What follows belongs to an exercise in optimizing a design on an open flow for small area, a short achievable clock period and few clock cycles per item; a production flow would make more cautious choices. The RTL of this run was laid out without a check of its function. Power is estimated from default activity; no workload was simulated.

## flow/run.sh

```bash
#!/bin/bash
# synth_recipe.tcl (not shown) runs the flow's synth.tcl, then flattens the netlist and writes it again
# the make line also repeats each setting of config.mk as NAME=value (left out here)
make -C /OpenROAD-flow-scripts/flow DESIGN_CONFIG=/design/flow/config.mk WORK_HOME=/design/flow/orfs CLKGATE_MAP_FILE= SYNTH_SCRIPT=/design/flow/synth_recipe.tcl finish
```

## flow/constraint.sdc

```tcl
create_clock -name core_clock -period 8.0 [get_ports {clk}]
set_input_delay 1.6000 -clock core_clock [delete_from_list [all_inputs] [get_ports {clk}]]
set_output_delay 1.6000 -clock core_clock [all_outputs]
set_load 0.01 [all_outputs]
```

## flow/design.v

```verilog
package sig_pkg;
  localparam int NDIM      = 4;
  localparam int SIZE_W    = 16;
  localparam int STRIDE_W  = 32;
  localparam int LIN_W     = 64;
  localparam int OFF_W     = 50;
  localparam int CFG_IDX_W = 3;
  localparam int CFG_W     = 32;
endpackage
module strided_index_generator_top (
  input  logic                            clk,
  input  logic                            rst_n,
  input  logic                            cfg_we,
  input  logic [sig_pkg::CFG_IDX_W-1:0]   cfg_index,
  input  logic [sig_pkg::CFG_W-1:0]       cfg_wdata,
  input  logic                            in_valid,
  output logic                            in_stall,
  input  logic                            in_restart,
  output logic                            out_valid,
  input  logic                            out_stall,
  output logic [sig_pkg::LIN_W-1:0]       out_linear_index,
  output logic [sig_pkg::OFF_W-1:0]       out_source_offset,
  output logic                            out_last
);
  logic [15:0] size_r   [4];
  logic [31:0] stride_r [4];
  logic [15:0] cur_r [4];
  logic [3:0]  ae_r;
  logic [63:0] lin_r;
  logic [47:0] b0_r;
  logic [48:0] b1_r;
  logic [49:0] b2_r;
  logic [49:0] b3_r;
  logic        ov_r;      
  logic        pv_r;      
  logic        pr_r;      
  logic        need_r;    
  logic        busy_r;    
  logic [3:0]  bit_r;     
  logic [2:0]  ph_r;      
  logic src_v, src_rs, restart, gen, start_rb, out_free;
  assign out_free = !ov_r || !out_stall;
  assign src_v    = pv_r || in_valid;
  assign src_rs   = pv_r ? pr_r : in_restart;
  assign restart  = src_rs || (&ae_r);
  assign gen      = src_v && out_free && !busy_r && (!need_r || restart);
  assign start_rb = src_v && !busy_r && need_r && !restart;
  logic [3:0]  sel;       
  logic [3:0]  wrap;      
  logic [3:0]  z;         
  logic [3:0]  ae_now;    
  logic [3:0]  ae_inc;    
  logic [15:0] cur_inc [4];
  assign sel[3]  = !ae_r[3];
  assign wrap[3] = ae_r[3];
  assign sel[2]  = ae_r[3] && !ae_r[2];
  assign wrap[2] = ae_r[3] && ae_r[2];
  assign sel[1]  = ae_r[3] && ae_r[2] && !ae_r[1];
  assign wrap[1] = ae_r[3] && ae_r[2] && ae_r[1];
  assign sel[0]  = ae_r[3] && ae_r[2] && ae_r[1] && !ae_r[0];
  assign wrap[0] = &ae_r;
  always_comb begin
    for (int d = 0; d < 4; d++) begin
      z[d]       = size_r[d] <= 16'd1;
      cur_inc[d] = cur_r[d] + 16'd1;
      ae_now[d]  = ({1'b0, cur_r[d]} + 17'd1) >= {1'b0, size_r[d]};
      ae_inc[d]  = ({1'b0, cur_r[d]} + 17'd2) >= {1'b0, size_r[d]};
    end
  end
  logic [47:0] s0;
  logic [48:0] s1;
  logic [49:0] s2;
  logic [49:0] s3;
  assign s0 = b0_r + 48'(stride_r[0]);
  assign s1 = b1_r + 49'(stride_r[1]);
  assign s2 = b2_r + 50'(stride_r[2]);
  assign s3 = b3_r + 50'(stride_r[3]);
  logic [3:0] cbit;
  logic [3:0] add_en;
  logic [1:0] rr;
  logic       rb_dbl, rb_add, rb_last;
  always_comb begin
    for (int d = 0; d < 4; d++) cbit[d] = cur_r[d][bit_r];
    rr = 2'(ph_r - 3'd1);
    for (int d = 0; d < 4; d++) begin
      add_en[d] = (32'(rr) <= d) && cbit[2'(d - int'(rr))];
    end
  end
  assign rb_dbl  = busy_r && (ph_r == 3'd0);
  assign rb_add  = busy_r && (ph_r != 3'd0);
  assign rb_last = busy_r && (ph_r == 3'd4) && (bit_r == 4'd0);
  always_ff @(posedge clk) begin
    if (!rst_n) begin
      for (int d = 0; d < 4; d++) begin
        size_r[d]   <= 16'd1;
        stride_r[d] <= '0;
      end
      stride_r[3] <= 32'd1;
    end else if (cfg_we) begin
      case (cfg_index)
        3'd0: size_r[0]   <= cfg_wdata[15:0];
        3'd1: size_r[1]   <= cfg_wdata[15:0];
        3'd2: size_r[2]   <= cfg_wdata[15:0];
        3'd3: size_r[3]   <= cfg_wdata[15:0];
        3'd4: stride_r[0] <= cfg_wdata;
        3'd5: stride_r[1] <= cfg_wdata;
        3'd6: stride_r[2] <= cfg_wdata;
        3'd7: stride_r[3] <= cfg_wdata;
        default: ;
      endcase
    end else if (rb_add) begin
      stride_r[0] <= stride_r[3];
      stride_r[1] <= stride_r[0];
      stride_r[2] <= stride_r[1];
      stride_r[3] <= stride_r[2];
    end
  end
  always_ff @(posedge clk) begin
    if (!rst_n) begin
      ov_r   <= 1'b0;
      pv_r   <= 1'b0;
      ae_r   <= 4'hf;
      need_r <= 1'b0;
      busy_r <= 1'b0;
    end else begin
      if (gen) ov_r <= 1'b1;
      else if (!out_stall) ov_r <= 1'b0;
      if (pv_r) begin
        if (gen) pv_r <= 1'b0;
      end else if (in_valid && !gen) begin
        pv_r <= 1'b1;
      end
      if (cfg_we && cfg_index[2] && !(&ae_r)) need_r <= 1'b1;
      else if ((gen && restart) || rb_last) need_r <= 1'b0;
      if (start_rb) busy_r <= 1'b1;
      else if (rb_last) busy_r <= 1'b0;
      if (gen) begin
        for (int d = 0; d < 4; d++) begin
          if (restart || wrap[d]) ae_r[d] <= z[d];
          else if (sel[d])        ae_r[d] <= ae_inc[d];
          else                    ae_r[d] <= ae_now[d];
        end
      end
    end
  end
  always_ff @(posedge clk) begin
    if (!pv_r) pr_r <= in_restart;
  end
  always_ff @(posedge clk) begin
    if (start_rb) begin
      bit_r <= 4'd15;
      ph_r  <= 3'd0;
    end else if (busy_r) begin
      if (ph_r == 3'd4) begin
        ph_r  <= 3'd0;
        bit_r <= bit_r - 4'd1;
      end else begin
        ph_r <= ph_r + 3'd1;
      end
    end
  end
  always_ff @(posedge clk) begin
    if (gen) begin
      for (int d = 0; d < 4; d++) begin
        if (restart || wrap[d]) cur_r[d] <= '0;
        else if (sel[d])        cur_r[d] <= cur_inc[d];
      end
      lin_r <= restart ? '0 : lin_r + 64'd1;
    end
  end
  always_ff @(posedge clk) begin
    if (gen) begin
      if (restart) begin
        b0_r <= '0;
        b1_r <= '0;
        b2_r <= '0;
        b3_r <= '0;
      end else begin
        if (sel[0]) b0_r <= s0;
        if (sel[1]) b1_r <= s1;
        else if (sel[0]) b1_r <= 49'(s0);
        if (sel[2]) b2_r <= s2;
        else if (sel[1]) b2_r <= 50'(s1);
        else if (sel[0]) b2_r <= 50'(s0);
        if (sel[3]) b3_r <= s3;
        else if (sel[2]) b3_r <= s2;
        else if (sel[1]) b3_r <= 50'(s1);
        else b3_r <= 50'(s0);
      end
    end else if (start_rb) begin
      b0_r <= '0;
      b1_r <= '0;
      b2_r <= '0;
      b3_r <= '0;
    end else if (rb_dbl) begin
      b0_r <= {b0_r[46:0], 1'b0};
      b1_r <= {b1_r[47:0], 1'b0};
      b2_r <= {b2_r[48:0], 1'b0};
      b3_r <= {b3_r[48:0], 1'b0};
    end else if (rb_add) begin
      if (add_en[0]) b0_r <= s0;
      if (add_en[1]) b1_r <= s1;
      if (add_en[2]) b2_r <= s2;
      if (add_en[3]) b3_r <= s3;
    end
  end
  assign in_stall          = pv_r;
  assign out_valid         = ov_r;
  assign out_linear_index  = lin_r;
  assign out_source_offset = b3_r;
  assign out_last          = &ae_r;
endmodule
```

## flow/config.mk

```make
export PLATFORM = sky130hd
export DESIGN_NAME = strided_index_generator_top
export DESIGN_NICKNAME = strided_index_generator_top
export VERILOG_FILES = /design/flow/design.v
export SDC_FILE = /design/flow/constraint.sdc
export NUM_CORES = 4
export LEC_CHECK = 0
export CAP_MARGIN = 20
export CORE_MARGIN = 2
export CORE_UTILIZATION = 40
export SLEW_MARGIN = 20
```

==> results.txt <==
[cell families (layout without fill, tap and decap cells)]
kind of cell,count (synthesis),in the layout,synth area share
and+or+nand+nor,1440,1440,0.1752
AOI/OAI and AO/OA,1107,1107,0.2045
muxes,179,179,0.05367
adders and majority gates,259,259,0.08571
xor gates and xnor gates,346,346,0.07941
DFF,533,533,0.3649
buffers and inverters,371,457,0.03659
[worst max-delay path: cells and delay by family]
family	cells	cell delay, ps
compound gates	5	880
buf+inv	7	1930
mux	1	160
simple gates	5	1610
[area by class of cell]
cell class	instances	area, um2	share of cell area
Clock buffer	91	1952	0.04515
Clock inverter	33	385.4	0.008914
Inverter	131	491.7	0.01137
Multi-Input combinational cell	3331	22990	0.5317
Sequential cell	533	13920	0.3221
Tap cell	1265	1583	0.03661
Timing Repair Buffer	202	1912	0.04422
[sequential cells by signal, indices dropped and copies added (netlist names), 3 cells and up]
name,cells
ae_r,4
b1_r,49
bit_r,4
lin_r,64
cur_r,64
b2_r,50
size_r,64
b0_r,48
stride_r,128
b3_r,50
ph_r,3
[power by group]
group	internal [W]	switching [W]	total (W)
logic	0.00147	0.00219	0.00366
clock network	0.00190	0.00136	0.00325
registers	0.00352	0.000560	0.00408
[routing by layer]
| metal | vias to the layer above | global-route usage | wire length, um |
|---|---|---|---|
| met5 | - | 0 | 0 |
| met4 | 0 | 0.08884 | 4770 |
| met3 | 224 | 0.03493 | 7757 |
| met2 | 1149 | 0.4184 | 59650 |
| met1 | 16110 | 0.3451 | 56180 |
| li1 | 15660 | - | - |
[cells in the final DEF, fill, tap and decap left out, drive strengths merged, types with 76 or more instances in the layout]
cell type,count
a21oi,233
and3,76
clkbuf,91
clkdlybuf4s50,155
dfxtp,208
edfxtp,325
ha,255
inv,134
mux2i,154
nand2,610
nand3,121
nand4,88
nor2,276
o211a,132
o21ai,217
xnor2,194
xor2,152
[stage by stage]
step                      utilization  cells  cell area [um2]  power [W]
final                          0.4564   5586            43230    0.01100
after global routing           0.4564   5586            43230    0.01151
after CTS                      0.4563   5585            43230    0.01099
after detailed placement       0.4316   5461            40890   0.007730
after global placement         0.4316   5460            40880   0.007712
after floorplan                     -   4235            38160   0.006356
[path summary, 6_finish.rpt]
check	slack [ps]	endpoint	depth (start not counted)	startpoint
worst min register to register	460	size_r[2][11]	2	size_r[2][11]
worst max-delay path	2260	b3_r[45]	18	in_restart
worst max register to register	3090	b3_r[45]	17	pv_r
worst min-delay path	460	size_r[2][11]	2	size_r[2][11]
==> out/results.ini <==
[run_status]
status = no timing/DRC/antenna violations

[global_routing]
grt_max_degree = 81
grt_pass1_vias = 31350
grt.overflow.total = 0
antenna_found_initial = 0
grt_first_pass_wirelength_um = 194800
grt.total_usage = 0.2553

[synthesis]
synth_cell_types = 86
synth_top_area_frac = 0.2557
syn_nets = 4535
syn_area_um2 = 38160
yosys.cell_count.top_type = nand2_1
yosys_most_used_dff = edfxtp_1
yosys.area.top_type = edfxtp_1
ys_top_cells_by_area = edfxtp_1 26%, dfxtp_1 11%, ha_1 8.4%
synth_area_per_cell_um2 = 9.011
synth_warnings = 5
ys_ff_latch = 533
synth_edf_count = 325
syn_inst = 4235
ys_seq_area_frac = 0.3649
synthArstFlopShare = 0
ys_top_cells_by_count = 610 x nand2_1, 325 x edfxtp_1, 274 x nor2_1, 255 x ha_1, 231 x a21oi_1

[critical_path]
crit_path_cell_trace = clkdlybuf4s50_1 > mux2i_2 > buf_4 > inv_1 > nor2_2 > nand2_1 > nand3_1 > buf_4 > inv_2 > nor2_2 > nand2_1 > buf_4 > o21ai_4 > buf_4 > o21ai_1 > o31ai_1 > a32oi_1 > o21ai_0
critPathKind = in -> reg
cp.required_ps = 8490
slowest_delay_ps = 760
slowest_stage = nor2_2
crit_path_start_kind = input pin
critPathMaxFanout = 35
end_kind = register
worstPathArrival_ps = 6230
crit_top_cell = buf_4

[drt]
vias = 33150
drt_iter0_drc = 3079
first_pass_iters = 6
drc_errors = 0
viasPerCell = 5.934
wl_um = 128400
ant_nets = 0
wl_per_cell_um = 22.98

[final_layout]
fillers = 9271
drive_gt1_frac = 0.05531
area_growth_pct = 13.29
antenna_cells = 0
nets = 4566

[cts]
cts.clk_slew.worst_paths_ps = 60
cts_tree = yes
htree_levels = 3
cts_sinks = 533
cts_root_buf = clkbuf_16
cts_buffers = 67
clk_path_buf_depth = 3
worstSkewPairLatency_ps = 660
holdBufCountCts = 0
post_cts_resized = 0
cts_setup_buffers = 0

[pwr]
power_density_nw_per_um2 = 254.4
leakage_nw = 17.77
ir_drop_v = 0.0001583

[placed_design]
place.gp.congestion = 0.9662
port_buffers = 157
pre_cts_slack_ps = 1691
place_hpwl_um = 94440

[sta]
setup_violations = 0
relSlewSlack = 0.2985
finalClockSkew_ps = 34.37
slew_violations = 0
period_share = 0.7178
tns_ps = 0
fmax_mhz = 174.1
layout_setup_ws_ps = 2258
hold_viol = 0
holdWs_ps = 462.5
worst_pin_slew_ps = 1044
rsz0062_at_grt = no
fin_crit_ps = 5742

[floorplanning]
dieArea_um2 = 97890
die_h_um = 312.9
io_pins = 158
core-area_um2 = 94730
initial_core_util = 0.4028
die_x_um = 312.9
rows = 113

[flow_run]
drv_cap = 0

[hold_path]
hp-class = reg -> reg

==> port drivers added, routing unchanged <==
In the flow no input, the clock included, has a driving cell. The finished layout below was timed again as built, in two steps. Step 1, drivers: a clkbuf_16 drives clk and a buf_2 each remaining input, both assumed. Step 2 adds t to the input delays and takes it off the output delays; t is the mean of the earliest and latest rising clock arrival at the registers after step 1. Input paths then give back, and output paths get back, about the clock's delay inside the block. a / b / c = ideal ports / drivers / drivers and shift; a / b = the first two.
shift t [ns]: 0.710
setup slack, ns: 2.258 / 2.307 / 1.598
cell pins on the clock port's net: 1
After both steps setup and hold are still met in this run. The setup slack of this run moves by +0.049 ns with the drivers and by -0.660 ns with both steps.
